From an optimization exercise on the open Yosys and OpenROAD flow, aimed at a short achievable clock period and few clock cycles per item; shortcuts taken in it are not production practice.
The RTL was checked by simulation tests, not by an equivalence proof against the original design.
Power and IR drop assume default switching activity.

## ex_stage
module ex_stage
(
    input  logic                CLK,
    input  logic                RST,
    input  logic                in_valid,
    output logic                in_ready,
    input  logic [3:0]          op,
    input  logic                word,
    input  logic [3:0]          br_kind,
    input  logic [63:0]         rs1,
    input  logic [63:0]         rs2,
    input  logic [63:0]         pc,
    input  logic [63:0]         imm,
    output logic                out_valid,
    input  logic                out_ready,
    output logic [63:0]         result,
    output logic                redirect,
    output logic [63:0]         redirect_pc,
    output logic                target_misaligned
);
    localparam int QD  = 3;            
    localparam int CAP = QD + 1;       
    localparam int CW  = 3;            
    localparam int BW  = 8;            
    localparam int NB  = 64 / BW;      
    logic          accept;
    logic          take;
    logic [CW-1:0] occ;
    logic [CW-1:0] occ_d;
    assign accept = in_valid && in_ready;
    assign take   = out_valid && out_ready;
    logic [CW-1:0] occ_up, occ_dn;
    logic          rdy_same, rdy_up;
    assign occ_up   = occ + CW'(1);
    assign occ_dn   = occ - CW'(1);
    assign rdy_same = (occ < CW'(CAP));
    assign rdy_up   = (occ < CW'(CAP - 1));
    always_comb
    begin
        if (accept && !take)
            occ_d = occ_up;
        else if (!accept && take)
            occ_d = occ_dn;
        else
            occ_d = occ;
    end
    always_ff @(posedge CLK)
    begin
        if (RST)
        begin
            occ      <= '0;
            in_ready <= 1'b0;
        end
        else
        begin
            occ      <= occ_d;
            if (take)
                in_ready <= accept ? rdy_same : 1'b1;
            else
                in_ready <= accept ? rdy_up : rdy_same;
        end
    end
    logic d_add, d_sub, d_sll, d_srl, d_sra, d_and, d_or, d_xor, d_slt, d_sltu, d_pass;
    logic d_jump, d_jalr;
    assign d_add  = (op == 4'd1);
    assign d_sub  = (op == 4'd2);
    assign d_sll  = (op == 4'd3);
    assign d_srl  = (op == 4'd4);
    assign d_sra  = (op == 4'd5);
    assign d_and  = (op == 4'd6);
    assign d_or   = (op == 4'd7);
    assign d_xor  = (op == 4'd8);
    assign d_slt  = (op == 4'd9);
    assign d_sltu = (op == 4'd10);
  ...
export LEC_CHECK = 0
export ABC_CLOCK_PERIOD_IN_PS = 1500
export CAP_MARGIN = 20
export CORE_MARGIN = 2
export CORE_UTILIZATION = 65
export CTS_CLUSTER_DIAMETER = 80
export CTS_CLUSTER_SIZE = 25
export SETUP_SLACK_MARGIN = 5
export SLEW_MARGIN = 20
create_clock -name core_clock -period 7.5 [get_ports {CLK}]
run.sh (not shown) runs the stock make flow with config.mk's settings and CLKGATE_MAP_FILE= SYNTH_SCRIPT=/design/flow/synth_recipe.tcl, a recipe that flattens the netlist after the stock synthesis.
Testbench counts at the start, summed over its fixed seeds: cycles 32,024, items 32,000.
Next try:
--- a/flow/design.v
+++ b/flow/design.v
@@ -353,46 +353,48 @@
     assign fill_a = d_sra && (word ? rs1[31] : rs1[63]);
     assign shc_a  = {rs2[5] && !word, rs2[4:3]};
     always_comb
     begin
         if (d_sll)
         begin
             for (int i = 0; i < 64; i++)
                 shx_a[i] = rs1[63-i];
         end
         else if (word)
-            shx_a = {{32{fill_a}}, rs1[31:0]};
+            shx_a = {32'd0, rs1[31:0]};
         else
             shx_a = rs1;
     end
     always_comb
     begin
         shf_a = shx_a;
-        if (rs2[0]) shf_a = {{1{fill_a}}, shf_a[63:1]};
-        if (rs2[1]) shf_a = {{2{fill_a}}, shf_a[63:2]};
-        if (rs2[2]) shf_a = {{4{fill_a}}, shf_a[63:4]};
+        if (rs2[0]) shf_a = {1'd0, shf_a[63:1]};
+        if (rs2[1]) shf_a = {2'd0, shf_a[63:2]};
+        if (rs2[2]) shf_a = {4'd0, shf_a[63:4]};
     end
     logic          v2;
     logic [63:0]   add_s02, sub_s02, tp_s02, tr_s02;
     logic [63:BW]  add_s12, sub_s12, tp_s12, tr_s12;
     logic [NB-1:0] add_c02, sub_c02, tp_c02, tr_c02;
     logic [NB-1:1] add_c12, sub_c12, tp_c12, tr_c12;
     logic [3:0]    eq2;
     logic          sgn_a2, sgn_b2;
     logic [63:0]   other2;
     logic [63:0]   lk_s02;
     logic [63:16]  lk_s12;
     logic [3:0]    lk_c02;
     logic [3:1]    lk_c12;
     logic [63:0]   shf2;
     logic [7:0]    shr2, shl2;           
-    logic          fill2;
+    logic          fill2;                
+    logic [5:0]    sham2;
+    logic          wd2;
     logic          s_add2, s_sub2, s_oth2, s_slt2, s_sltu2, wsx2;
     logic          jump2, jalr2;
     logic [5:0]    cond2;                
     always_ff @(posedge CLK)
     begin
         if (RST)
             v2 <= 1'b0;
         else
             v2 <= accept;
     end
@@ -422,21 +424,23 @@
         lk_s02 <= lk_s0_a;
         lk_s12 <= lk_s1_a[63:16];
         lk_c02 <= lk_c0_a;
         lk_c12 <= lk_c1_a[3:1];
         shf2   <= shf_a;
         for (int k = 0; k < 8; k++)
         begin
             shr2[k] <= (shc_a == 3'(k)) && (d_srl || d_sra) && !d_jump;
             shl2[k] <= (shc_a == 3'(k)) && d_sll && !d_jump;
         end
-        fill2  <= fill_a;
+        fill2  <= fill_a && !d_jump;
+        sham2  <= {rs2[5] && !word, rs2[4:0]};
+        wd2    <= word;
         s_add2  <= d_add && !d_jump;
         s_sub2  <= d_sub && !d_jump;
         s_oth2  <= !d_jump;
         s_slt2  <= d_slt && !d_jump;
         s_sltu2 <= d_sltu && !d_jump;
         wsx2    <= word && (d_add || d_sub || d_sll || d_srl || d_sra) && !d_jump;
         jump2   <= d_jump;
         jalr2   <= d_jalr;
         cond2   <= {br_kind == 4'd8, br_kind == 4'd7, br_kind == 4'd6,
                     br_kind == 4'd5, br_kind == 4'd4, br_kind == 4'd3};
@@ -477,22 +481,23 @@
     always_comb
     begin
         for (int i = 0; i < 64; i++)
         begin
             pa_b[i] = (s_add2 & add_b[i])
                     | (s_sub2 & sub_b[i])
                     | (jump2  & lk_b[i]);
             pb_b[i] = s_oth2 & other2[i];
             for (int k = 0; k < 8; k++)
                 pb_b[i] = pb_b[i]
-                        | (shr2[k] & shx(shf2, fill2, i + 8*k))
-                        | (shl2[k] & shx(shf2, fill2, 63 - i + 8*k));
+                        | (shr2[k] & shx(shf2, 1'b0, i + 8*k))
+                        | (shl2[k] & shx(shf2, 1'b0, 63 - i + 8*k));
+            pb_b[i] = pb_b[i] | (fill2 & ((7'(i) + 7'(sham2)) >= (wd2 ? 7'd32 : 7'd64)));
         end
         pa_b[0] = pa_b[0] | (s_slt2 & lt_b) | (s_sltu2 & ltu_b);
     end
     logic        v3;
     logic [63:0] pa3, pb3, tgt3;
     logic        wsx3, red3, mis3;
     always_ff @(posedge CLK)
     begin
         if (RST)
             v3 <= 1'b0;
Result: The changed run produced a clean layout; clock skew hardly moves; via count goes up by a few percent; final area goes up by a few percent; synthesized area goes up by a few percent; sequential power stays flat; routed wire length goes up by a few percent; flip-flop and latch count goes up by 7; utilization barely changes; cell count goes up by a little under a tenth; sequential share of layout area goes down by 1.4 points; worst setup slack got worse by 0.13 ns; die area goes up by a few percent.
Testbench counts after the change, summed over its fixed seeds: cycles 32,024, items 32,000.

## what the ideal ports hide
No port has a modelled driver above. Below, the same layouts with a new extraction and two added sets of constraints. Step 1 assumes that a clkbuf_16 drives the clock port and a buf_2 every other input. Step 2 also shifts input and output timing later by t, the mid clock arrival at the registers, as if the neighbouring blocks saw the same clock. Slacks: ideal ports / drivers / drivers and shift; pairs: ideal ports / drivers.
run	t, ns	setup slack, ns	latest minus earliest clock arrival (ns)	worst data-port slew with drivers (ns)	pins driven straight from the clock port
the first run	0.770	4.733 / 4.742 / 3.993	0.037 / 0.037	0.14	1
the second run	0.780	4.599 / 4.634 / 3.854	0.040 / 0.041	0.15	1
After both steps every run listed still meets setup and hold. For the second run, which loses most, drivers alone change the setup slack by +0.035 ns; drivers and shift together by -0.745 ns.
